Background: an optimization exercise with open tools, aiming at small area and a short achievable clock period. Do not read the settings as production practice.
RTL that was checked went through simulation tests only; none was proved equivalent to the original.
Power figures rest on the tool's default switching activity, not on a simulated workload.

## the reference run
==> flow/design.v <==
package bpu_pkg;
   typedef enum logic [1:0] {
      TGT_NONE   = 2'd0,
      TGT_CALL   = 2'd1,
      TGT_RETURN = 2'd2,
      TGT_IMM    = 2'd3
   } target_type_e;
   typedef enum logic [3:0] {
      CMP_NEVER  = 4'b0000,
      CMP_LTU    = 4'b0010,
      CMP_LT     = 4'b0011,
      CMP_EQ     = 4'b0100,
      CMP_NE     = 4'b1010,
      CMP_GEU    = 4'b1100,
      CMP_GE     = 4'b1101,
      CMP_ALWAYS = 4'b1110
   } cmp_op_e;
endpackage
module branch_unit_top (
   input  logic                          clk,
   input  logic                          reset_i,
   input  logic                          issue_valid_i,
   input  logic [31:0]                   pc_i,
   input  logic [31:0]                   target_i,
   input  bpu_pkg::target_type_e         target_type_i,
   input  bpu_pkg::cmp_op_e              cmp_type_i,
   input  logic [31:0]                   r0_i,
   input  logic [31:0]                   r1_i,
   output logic                          flush_o,
   output logic [31:0]                   redirect_pc_o,
   output logic                          taken_o,
   output logic                          resolve_valid_o,
   output logic [16-1:0] miss_count_o
);
   localparam int PHT_N = 1 << 6;
   localparam int HB    = 6;
   localparam int PB    = 3;
   logic [1:0]    pht_q [PHT_N];
   logic [HB-1:0] ghr_q;
   logic [31:0]   ras_q [8];
   localparam int RD = 8;
   logic [RD-1:0] top_q;           
   logic [3:0]    sel0_b_q, sel1_b_q, sel2_b_q;
   logic [1:0]    cnt_nx;
   logic [3:0]    cmp;
   logic [1:0]    tt;
   logic          is_call, is_ret, call_v, ret_v;
   logic [HB-1:0] idx0;
   logic [31:0]   ras_top;
   logic [31:0]   a, b;
   logic          lt, eq, taken0;
   logic [3:0]    hit1_0;
   logic [3:0][1:0] raw0;
   logic [3:0]    dec0_0, dec1_0;
   logic [7:0]    tok0;
   logic          force0;
   logic [PB-1:0] rest0;
   logic [RD-1:0] rest0_oh;
   logic [31:0]   pc_p4;
   assign cmp     = cmp_type_i;
   assign tt      = target_type_i;
   assign is_call = tt == bpu_pkg::TGT_CALL;
   assign is_ret  = tt == bpu_pkg::TGT_RETURN;
   assign call_v  = issue_valid_i && is_call;
   assign ret_v   = issue_valid_i && is_ret;
   assign force0  = is_call || is_ret || cmp == bpu_pkg::CMP_ALWAYS;
   assign idx0 = pc_i[2 +: HB] ^ ghr_q;
   always_comb begin
      dec0_0 = '0;
      dec1_0 = '0;
      dec0_0[idx0[1:0]] = 1'b1;
      dec1_0[idx0[3:2]] = 1'b1;
      for (int j = 0; j < 4; j++) begin
         raw0[j]   = pht_q[{j[1:0], idx0[3:0]}];
         hit1_0[j] = |(sel0_b_q & dec0_0) && |(sel1_b_q & dec1_0) && sel2_b_q[j];
      end
   end
   always_comb begin
      ras_top = '0;
      for (int j = 0; j < RD; j++)
         ras_top = ras_top | (top_q[j] ? ras_q[j] : 32'd0);
   end
   always_comb begin
      for (int k = 0; k < 8; k++)
         tok0[k] = !is_ret || ras_top[4*k +: 4] == target_i[4*k +: 4];
   end
   assign a  = {r0_i[31] ^ cmp[0], r0_i[30:0]};
   assign b  = {r1_i[31] ^ cmp[0], r1_i[30:0]};
   assign lt = b < a;
   assign eq = b == a;
   assign taken0 = eq ? cmp[2] : (lt ? cmp[1] : cmp[3]);
   always_comb begin
      case (tt)
         bpu_pkg::TGT_CALL:   rest0_oh = {top_q[RD-2:0], top_q[RD-1]};
         bpu_pkg::TGT_RETURN: rest0_oh = {top_q[0], top_q[RD-1:1]};
         default:             rest0_oh = top_q;
      endcase
      rest0 = '0;
      for (int j = 0; j < RD; j++)
         rest0 = rest0 | (rest0_oh[j] ? j[PB-1:0] : '0);
   end
   always_comb begin
      pc_p4[1:0] = pc_i[1:0];
      for (int k = 2; k < 32; k++)
         pc_p4[k] = pc_i[k] ^ (&(pc_i | ~(((32'd1 << k) - 32'd1) & ~32'd3)));
   end
   logic          va_q;
   logic          taken_a;
   logic          force_a_q;
   logic [3:0]    hit1_a_q;
   logic [3:0][1:0] raw_a_q;
   logic [1:0]    nx1_a_q;
   logic [7:0]    tok_a_q;
   logic [31:0]   tgt_a_q, pcp4_a_q;
   logic [HB-1:0] idx_a_q;
   logic [HB-2:0] hist_a_q;
   logic [PB-1:0] rest_a_q;
   always_ff @(posedge clk) begin
      if (reset_i) va_q <= 1'b0;
      else         va_q <= issue_valid_i;
   end
   always_ff @(posedge clk) begin
      taken_a   <= taken0;
      force_a_q <= force0;
      raw_a_q   <= raw0;
      hit1_a_q  <= hit1_0;
      nx1_a_q   <= cnt_nx;
      tok_a_q   <= tok0;
      tgt_a_q   <= target_i;
      pcp4_a_q  <= pc_p4;
      idx_a_q   <= idx0;
      hist_a_q  <= ghr_q[HB-2:0];
      rest_a_q  <= rest0;
   end
   logic pred_a, miss_a;
   assign pred_a = force_a_q || raw_a_q[idx_a_q[5:4]][1];
   assign miss_a = taken_a ? !(pred_a && (&tok_a_q)) : pred_a;
   logic [HB-2:0] hist_b_q;
   logic [PB-1:0] rest_b_q;
   logic [1:0][1:0] cnt_b_q, cnt_cur, cnt_st;
   logic [1:0]    cnt_d;
   logic [3:0]    dec0_a, dec1_a, dec2_a;
   logic [1:0]    hit2;
   always_ff @(posedge clk) begin
      if (reset_i) begin
         resolve_valid_o <= 1'b0;
         flush_o         <= 1'b0;
         miss_count_o    <= '0;
      end else begin
         resolve_valid_o <= va_q;
         flush_o         <= va_q && miss_a;
         if (va_q && miss_a && !(&miss_count_o))
            miss_count_o <= miss_count_o + 1'b1;
      end
   end
   always_comb begin
      dec0_a = '0;
      dec1_a = '0;
      dec2_a = '0;
      dec0_a[idx_a_q[1:0]] = 1'b1;
      dec1_a[idx_a_q[3:2]] = 1'b1;
      dec2_a[idx_a_q[5:4]] = 1'b1;
   end
   function automatic logic [1:0] step(input logic [1:0] c, input logic up);
      step[1] = (c[1] & c[0]) | (up & (c[1] | c[0]));
      step[0] = (c[1] & !c[0]) | (up & (c[1] | !c[0]));
   endfunction
   always_comb begin
      for (int k = 0; k < 2; k++) begin
         hit2[k]    = |(sel0_b_q & dec0_a) && |(sel1_b_q & dec1_a) && sel2_b_q[{k[0], idx_a_q[4]}];
         cnt_cur[k] = hit2[k] ? cnt_nx : (hit1_a_q[{k[0], idx_a_q[4]}] ? nx1_a_q : raw_a_q[{k[0], idx_a_q[4]}]);
         cnt_st[k]  = step(cnt_cur[k], taken_a);
      end
   end
   always_ff @(posedge clk) begin
      sel0_b_q <= (va_q && !reset_i) ? dec0_a : 4'b0000;
      sel1_b_q <= dec1_a;
      sel2_b_q <= dec2_a;
   end
   always_ff @(posedge clk) begin
      taken_o       <= taken_a;
      redirect_pc_o <= taken_a ? tgt_a_q : pcp4_a_q;
      hist_b_q      <= hist_a_q;
      rest_b_q      <= rest_a_q;
      cnt_b_q       <= cnt_st;
   end
   assign cnt_nx = (sel2_b_q[3] | sel2_b_q[2]) ? cnt_b_q[1] : cnt_b_q[0];
   assign cnt_d = reset_i ? 2'b01 : cnt_nx;
   logic [3:0] wr0, wr1, wr2;
   assign wr0 = sel0_b_q | {4{reset_i}};
   assign wr1 = sel1_b_q | {4{reset_i}};
   assign wr2 = sel2_b_q | {4{reset_i}};
   always_ff @(posedge clk) begin
      for (int i = 0; i < PHT_N; i++) begin
         if (wr0[i % 4] && wr1[(i / 4) % 4] && wr2[i / 16])
            pht_q[i] <= cnt_d;
      end
   end
   always_ff @(posedge clk) begin
      if (reset_i)
         ghr_q <= '0;
      else if (resolve_valid_o)
         ghr_q <= {flush_o ? hist_b_q : ghr_q[HB-2:0], taken_o};
   end
   always_ff @(posedge clk) begin
      if (reset_i) begin
         top_q <= '0;
         top_q[RD-1] <= 1'b1;
      end else if (flush_o) begin  
         top_q <= '0;
         top_q[rest_b_q] <= 1'b1;
      end else if (call_v) begin
         top_q <= {top_q[RD-2:0], top_q[RD-1]};
      end else if (ret_v) begin
         top_q <= {top_q[0], top_q[RD-1:1]};
      end
   end
   always_ff @(posedge clk) begin
      for (int j = 0; j < RD; j++)
         if (call_v && top_q[(j + RD - 1) % RD])
            ras_q[j] <= pc_p4;
   end
endmodule
clock: 4.5 ns
lec_check: 0
cap_margin: 20
core_margin: 2
core_utilization: 50
place_density: 0.7
setup_slack_margin: 2.3
slew_margin: 20
standard.sh (not shown) runs the stock make flow with config.mk's settings and CLKGATE_MAP_FILE= SYNTH_SCRIPT=/design/flow/synth_recipe.tcl, a recipe that flattens the netlist after the stock synthesis.
==> flow/flow/run.sh <==
#!/bin/bash
set -euo pipefail
export CTS_ARGS="-sink_clustering_enable -repair_clock_nets -dont_use_dummy_load -buf_list sky130_fd_sc_hd__clkbuf_8 -sink_clustering_size 16 -sink_clustering_max_diameter 60"
export BUFFER_PORTS_ARGS="-buffer_cell sky130_fd_sc_hd__buf_1"
bash standard.sh > flow.log 2>&1
The reference run | status: complete | timing, DRC, antenna: pass
Relative to the reference run, the following input files were edited for the trial run:
--- a/flow/design.v
+++ b/flow/design.v
@@ -96,17 +96,13 @@
          default:             rest0_oh = top_q;
       endcase
       rest0 = '0;
       for (int j = 0; j < RD; j++)
          rest0 = rest0 | (rest0_oh[j] ? j[PB-1:0] : '0);
    end
-   always_comb begin
-      pc_p4[1:0] = pc_i[1:0];
-      for (int k = 2; k < 32; k++)
-         pc_p4[k] = pc_i[k] ^ (&(pc_i | ~(((32'd1 << k) - 32'd1) & ~32'd3)));
-   end
+   assign pc_p4 = pc_i + 32'd4;
    logic          va_q;
    logic          taken_a;
    logic          force_a_q;
    logic [3:0]    hit1_a_q;
    logic [3:0][1:0] raw_a_q;
    logic [1:0]    nx1_a_q;
Notes after the runs:
Taking the reference run as the reference, in the trial run filler cell count moved up, die area flat, maximum number of pins on one net before global-route repair went up, fraction of final layout cells sized beyond drive strength 1 fell 1.4 points, worst setup slack -0.031 ns.
When the trial run is measured against the reference run, its area added between synthesis and finish turns out 0.78 points lower.
Compared with the reference run, the trial run degrades maximum clock rate.
Cell-internal power sits lower in the trial run than in the reference run.
For the reference run, only the layout was checked, not whether the RTL still works.

## static timing again, ports no longer ideal
The results above use ideal ports. As a check the final layouts listed here were re-extracted and re-timed, cells and wires unchanged.
Step 1 (the two cells are an assumption about what drives the block):
set clk [get_ports {clk}]
set_driving_cell -lib_cell sky130_fd_sc_hd__clkbuf_16 $clk
set_driving_cell -lib_cell sky130_fd_sc_hd__buf_2 [delete_from_list [all_inputs] $clk]
Step 2 times the ports against the registers' clock, not the clock port: input delays grow and output delays shrink by t, the midpoint of the rising clock arrivals with the driver on.
a / b / c = no drivers / after step 1 / after step 2; a / b = the first two.
run	shift t [ns]	setup slack, ns	hold WS [ns]	worst register clock-pin slew, ns
the reference run	0.668	2.303 / 2.296 / 1.634	0.331 / 0.331 / 0.331	0.10 / 0.10
the trial run	0.665	2.273 / 2.273 / 1.646	0.291 / 0.291 / 0.291	0.11 / 0.11
After both steps setup and hold are still met in every run listed. The setup slack of the reference run, which loses most, moves by -0.007 ns with the drivers and by -0.669 ns with both steps.
